This is an optimization exercise on Yosys and OpenROAD, whose aim is small area and a short achievable clock period, not a production implementation. Only simulation tests tie the RTL to the original design; equivalence was not proved. No activity file was given, so power comes from the tool's default toggle rates.

Setup of build 82:
## norm_rnd
module norm_rnd
(
    input  wire          clk,
    input  wire          reset,
    input  wire  [105:0] fract_in,
    input  wire  [10:0]  exp_in,
    input  wire          sign,
    input  wire  [1:0]   r_mode,
    output logic [52:0]  fract_out,
    output logic [10:0]  exp_out,
    output logic         dn_out,
    output logic         ine_out,
    output logic         overflow_out,
    output logic         infinite_out
);
    logic [52:0] nb_trunc_n;
    logic        nb_guard_n;
    logic        nb_sticky;
    logic [10:0] nb_exp;
    logic [10:0] nb_exp_inc;
    logic        nb_denorm;
    logic        nb_kill;
    logic        nb_exp_ovf;
    logic        nb_exp_top;
    normalizer u_normalizer
    (
        .fract_in    (fract_in),
        .exp_in      (exp_in),
        .trunc_n_out (nb_trunc_n),
        .guard_n_out (nb_guard_n),
        .sticky_out  (nb_sticky),
        .exp_out     (nb_exp),
        .exp_inc_out (nb_exp_inc),
        .denorm_out  (nb_denorm),
        .kill_out    (nb_kill),
        .exp_ovf_out (nb_exp_ovf),
        .exp_top_out (nb_exp_top)
    );
    rounder u_rounder
    (
        .clk          (clk),
        .reset        (reset),
        .sign         (sign),
        .r_mode       (r_mode),
        .in_trunc_n   (nb_trunc_n),
        .in_guard_n   (nb_guard_n),
        .in_sticky    (nb_sticky),
        .in_exp       (nb_exp),
        .in_exp_inc   (nb_exp_inc),
        .in_denorm    (nb_denorm),
        .in_kill      (nb_kill),
        .in_exp_ovf   (nb_exp_ovf),
        .in_exp_top   (nb_exp_top),
        .fract_out    (fract_out),
        .exp_out      (exp_out),
        .dn_out       (dn_out),
        .ine_out      (ine_out),
        .overflow_out (overflow_out),
        .infinite_out (infinite_out)
    );
endmodule
For scale: roughly 1,300 cells after synthesis, ~68 flip-flops, roughly 190 I/O pins.
Settings: LEC_CHECK=0, ABC_AREA=0, CAP_MARGIN=20, CORE_MARGIN=2, CORE_UTILIZATION=30, SLEW_MARGIN=20, SYNTH_HIERARCHICAL=1, SYNTH_MINIMUM_KEEP_SIZE=0, TNS_END_PERCENT=100; clock period 14.0 ns.
standard.sh (not shown) runs the stock make flow with config.mk's settings and CLKGATE_MAP_FILE= SYNTH_SCRIPT=/design/flow/synth_recipe.tcl, a recipe that flattens the netlist after the stock synthesis.
==> flow/flow/run.sh <==
#!/bin/bash
# The standard layout, with plain buf_1 cells as the port buffers instead of
# the delay cells buffer_ports picks by default. Every port still gets its
# own buffer.
set -euo pipefail
export BUFFER_PORTS_ARGS="-buffer_cell sky130_fd_sc_hd__buf_1"
export SETUP_SLACK_MARGIN=5.5
export SKIP_GATE_CLONING=1
bash standard.sh > standard_flow.log 2>&1
### build 82 -> build 40
Settings: swapping 100 for 20 in TNS_END_PERCENT.
diff --git a/flow/flow/run.sh b/flow/flow/run.sh
--- a/flow/flow/run.sh
+++ b/flow/flow/run.sh
@@ -6,3 +6,3 @@
 export BUFFER_PORTS_ARGS="-buffer_cell sky130_fd_sc_hd__buf_1"
-export SETUP_SLACK_MARGIN=5.5
+export SETUP_SLACK_MARGIN=5
 export SKIP_GATE_CLONING=1
Notes after the runs:
- Build 40 closes out successfully: all stages finished, all timing, DRC and antenna checks passed.
- Share of cell area taken by flip-flops and latches: build 40 > build 82
- Cell area power density of build 40 exceeds that of build 82 by more than 10%.
- Looking at fraction of area in clock buffers and inverters, build 40 sits 0.62 points above build 82.
- When the final numbers for build 40 and build 82 were put side by side, the proportion of cell area occupied by multi-input gates turned out to be smaller in build 82.
- Build 40: met2 routing resource usage after global routing 0.51 points above build 82
- Taking build 82 as the reference point, the critical-path maximum fanout of build 40 rises by 4.
- Relative to build 82, combinational group share of total power has decreased by 5.7 points in build 40.
Modified inputs, build 54 compared to build 40
Settings: GPL_ROUTABILITY_DRIVEN: unset -> 0; TNS_END_PERCENT: 20 -> 100.
diff --git a/flow/flow/run.sh b/flow/flow/run.sh
--- a/flow/flow/run.sh
+++ b/flow/flow/run.sh
@@ -6,4 +6,3 @@
 export BUFFER_PORTS_ARGS="-buffer_cell sky130_fd_sc_hd__buf_1"
-export SETUP_SLACK_MARGIN=5
-export SKIP_GATE_CLONING=1
+export SETUP_SLACK_MARGIN=4.5
 bash standard.sh > standard_flow.log 2>&1
Compared with build 40, build 54 shows a lower total power. Summary of build 54 over build 40: via total after detailed routing did not really move, design area went down, cell count went down. Compared build 40 against build 54; simple-gate portion of the synthesized area within noise. The higher count of clock-buffer cells in the layout came out of build 54.
Edits applied to the flow inputs when going from build 54 to build 53:
Settings: a deleted GPL_ROUTABILITY_DRIVEN that had been 0.
diff --git a/flow/flow/run.sh b/flow/flow/run.sh
--- a/flow/flow/run.sh
+++ b/flow/flow/run.sh
@@ -6,3 +6,4 @@
 export BUFFER_PORTS_ARGS="-buffer_cell sky130_fd_sc_hd__buf_1"
-export SETUP_SLACK_MARGIN=4.5
+export SETUP_SLACK_MARGIN=5
+export SETUP_MOVE_SEQUENCE=unbuffer,sizeup,swap
 bash standard.sh > standard_flow.log 2>&1
==> results.txt <==
Global-route met1 utilization: build 53 vs build 54 up 2.0 points. In build 53, share of cell area taken by multi-input logic gates is higher than in build 54. Layer with the highest usage = met1: build 54; layer with the highest usage = met2: build 53. Data arrival time of the critical path (higher): build 53.

---

Another version of the RTL of norm_rnd (not shown whole).
Size in the first run: ~0.0096 mm2 of cells after synthesis.
==> flow/design.v (excerpt) <==
module norm_rnd
(
    input  wire          clk,
    input  wire          reset,
    input  wire  [105:0] fract_in,
    input  wire  [10:0]  exp_in,
    input  wire          sign,
    input  wire  [1:0]   r_mode,
    output logic [52:0]  fract_out,
    output logic [10:0]  exp_out,
    output logic         dn_out,
    output logic         ine_out,
    output logic         overflow_out,
    output logic         infinite_out
);
==> flow/config.mk <==
export PLATFORM = sky130hd
export DESIGN_NAME = norm_rnd
export DESIGN_NICKNAME = norm_rnd
export VERILOG_FILES = /design/flow/design.v
export SDC_FILE = /design/flow/constraint.sdc
export NUM_CORES = 4
export LEC_CHECK = 0
export ABC_AREA = 0
export CAP_MARGIN = 20
export CORE_MARGIN = 2
export CORE_UTILIZATION = 30
export SLEW_MARGIN = 20
export SYNTH_HIERARCHICAL = 1
export SYNTH_MINIMUM_KEEP_SIZE = 0
export TNS_END_PERCENT = 100
==> flow/constraint.sdc <==
create_clock -name core_clock -period 14.0 [get_ports {clk}]
set_input_delay 2.8000 -clock core_clock [delete_from_list [all_inputs] [get_ports {clk}]]
set_output_delay 2.8000 -clock core_clock [all_outputs]
set_load 0.01 [all_outputs]
==> flow/flow/run.sh <==
#!/bin/bash
# The standard layout, with plain buf_1 cells as the port buffers instead of
# the delay cells buffer_ports picks by default. Every port still gets its
# own buffer.
set -euo pipefail
export BUFFER_PORTS_ARGS="-buffer_cell sky130_fd_sc_hd__buf_1"
export SETUP_SLACK_MARGIN=4.75
export SKIP_GATE_CLONING=1
bash standard.sh > standard_flow.log 2>&1
The first run passed the timing, design-rule and antenna checks.
Next try:
--- a/flow/flow/run.sh
+++ b/flow/flow/run.sh
@@ -6,3 +6,3 @@
 export BUFFER_PORTS_ARGS="-buffer_cell sky130_fd_sc_hd__buf_1"
-export SETUP_SLACK_MARGIN=4.75
+export SETUP_SLACK_MARGIN=5
 export SKIP_GATE_CLONING=1
- CORE_UTILIZATION: 30 -> 40
Outcome: Cell count falls by 4.2%; hold slack is worse by 54 ps; sequential share of layout area barely changes; fmax increases by 1.5%; routed wire length came out lower by 1.2%; die area came out lower by 24%; critical path depth rose by 1; design area came out higher by 0.31%.
Next try:
- CORE_UTILIZATION: 40 -> 30
Outcome: Wire length came out higher by 2.0%; design area goes up by 0.81%; area after synthesis is unchanged; setup slack is worse by 9.1 ps; sequential cell count stays the same; fmax barely changes; non-clock buffer count climbs by 3; die area increases by 32%; synthesized cell count stays the same; via count drops by 1.1%.
Next try:
- ABC_AREA: 0 -> 1
Result:
- synthesized area grows by 43%
- combinational power grows by 22%
- core utilization drops by 2.1 points
- cell area is higher by 35%
- first-iteration DRC count is about the same
- fmax went up by 6.2%
- worst setup slack gains 510 ps
- sequential share of layout area fell by 3.2 points
- final cell count grows by 87%
- power increases by 8.9%
- count of clock-buffer cells in the layout went down by 3
Next try:
- ABC_AREA: 1 -> 0
- PLACE_DENSITY: default -> 0.8
=> The new run went through all stages and came out clean; worst setup slack loses 430 ps; global-route usage came out higher by 3.8 points; worst hold slack gains 62 ps; wire length came out lower by 11%; die area came out lower by 29%; maximum frequency came out lower by 5.0%; synthesized cell count came out lower by 52%; power came out lower by 8.9%; count of clock-buffer cells in the layout came out higher by 1; clock power came out lower by about 6%; combinational power came out lower by 16%.

---

norm_rnd with an RTL version that a note above also has.
Size: ~1300 cells after synthesis, ~68 flip-flops, ~0.0095 mm2 of cells after synthesis.
Settings: LEC_CHECK=0, ABC_AREA=0, CAP_MARGIN=20, CORE_MARGIN=2, CORE_UTILIZATION=30, PLACE_DENSITY=0.8, SLEW_MARGIN=20, SYNTH_HIERARCHICAL=1, SYNTH_MINIMUM_KEEP_SIZE=0, TNS_END_PERCENT=100; clock period 14.0 ns.
==> flow/flow/run.sh <==
#!/bin/bash
# The standard layout, with plain buf_1 cells as the port buffers instead of
# the delay cells buffer_ports picks by default. Every port still gets its
# own buffer.
set -euo pipefail
export BUFFER_PORTS_ARGS="-buffer_cell sky130_fd_sc_hd__buf_1"
export SETUP_SLACK_MARGIN=4.5
bash standard.sh > standard_flow.log 2>&1
Change:
--- a/flow/flow/run.sh
+++ b/flow/flow/run.sh
@@ -5,4 +5,5 @@
 set -euo pipefail
 export BUFFER_PORTS_ARGS="-buffer_cell sky130_fd_sc_hd__buf_1"
-export SETUP_SLACK_MARGIN=4.5
+export SETUP_SLACK_MARGIN=5
+export SKIP_GATE_CLONING=1
 bash standard.sh > standard_flow.log 2>&1
--- a/flow/config.mk
+++ b/flow/config.mk
@@ -10,5 +10,4 @@
 export CORE_MARGIN = 2
 export CORE_UTILIZATION = 30
-export PLACE_DENSITY = 0.8
 export SLEW_MARGIN = 20
 export SYNTH_HIERARCHICAL = 1
The changed run completed without violations.
Worst setup slack improved by 0.40 ns.
Design area is higher by 5.0%.
Non-clock buffer count grows by 26.
Via count is about the same.
Flip-flop and latch count does not change.
Change:
--- a/flow/flow/run.sh
+++ b/flow/flow/run.sh
@@ -6,4 +6,3 @@
 export BUFFER_PORTS_ARGS="-buffer_cell sky130_fd_sc_hd__buf_1"
 export SETUP_SLACK_MARGIN=5
-export SKIP_GATE_CLONING=1
 bash standard.sh > standard_flow.log 2>&1
After rerunning:
- The new run completed without violations
- via count climbs slightly
- combinational power climbs by a few percent
- non-clock buffer count climbs by 23
- critical path depth climbs by 1
- setup slack loses 0.043 ns
- hold slack stays flat
- die area stays the same
Change:
--- a/flow/flow/run.sh
+++ b/flow/flow/run.sh
@@ -5,4 +5,4 @@
 set -euo pipefail
 export BUFFER_PORTS_ARGS="-buffer_cell sky130_fd_sc_hd__buf_1"
-export SETUP_SLACK_MARGIN=5
+export SETUP_SLACK_MARGIN=4
 bash standard.sh > standard_flow.log 2>&1
Clock-buffer cell count is unchanged.
Final cell count decreases by 2.6%.
Utilization decreases by 3.3 points.
Worst hold slack degrades by 0.0033 ns.
Routed wire length decreases by 3.7%.
Via count decreases by 3.5%.
Die area does not change.

## static timing again, ports no longer ideal
The results above use ideal ports. As a check the final layouts listed here were re-extracted and re-timed, cells and wires unchanged.
Step 1 (the two cells are an assumption about what drives the block):
set clk [get_ports {clk}]
set_driving_cell -lib_cell sky130_fd_sc_hd__clkbuf_16 $clk
set_driving_cell -lib_cell sky130_fd_sc_hd__buf_2 [delete_from_list [all_inputs] $clk]
Step 2 moves the port delays by t, midway between the first and last clock arrival at a register: inputs arrive t later, outputs are due t later. That takes back most of the time a late clock gives input paths.
Three values: ideal, step 1, step 2; two values: the first two.
run	shift t [ns]	setup slack, ns	worst register clock-pin slew, ns	worst slew at a driven data input, ns
build 82	0.355	5.389 / 5.406 / 5.051	0.06 / 0.06	0.04
build 40	0.358	5.124 / 5.142 / 4.784	0.06 / 0.06	0.05
build 54	0.360	4.753 / 4.771 / 4.410	0.06 / 0.06	0.04
build 53	0.357	4.503 / 4.507 / 4.150	0.06 / 0.06	0.05
the first run of note 2	0.375	5.061 / 5.086 / 4.711	0.06 / 0.06	0.06
the second run of note 2	0.387	5.197 / 5.225 / 4.839	0.06 / 0.06	0.05
the third run of note 2	0.375	5.188 / 5.214 / 4.839	0.06 / 0.06	0.06
the fourth run of note 2	0.380	5.699 / 5.725 / 5.345	0.06 / 0.06	0.05
the fifth run of note 2	0.376	5.264 / 5.291 / 4.916	0.06 / 0.06	0.04
the first run of note 3	0.362	4.787 / 4.801 / 4.439	0.05 / 0.05	0.06
the second run of note 3	0.357	5.187 / 5.205 / 4.848	0.06 / 0.06	0.05
the third run of note 3	0.357	5.145 / 5.160 / 4.803	0.06 / 0.06	0.05
the fourth run of note 3	0.356	4.545 / 4.558 / 4.202	0.06 / 0.06	0.05
After both steps every run listed still meets setup and hold. The setup slack of the second run of note 2, which loses most, moves by +0.028 ns with the drivers and by -0.358 ns with both steps.
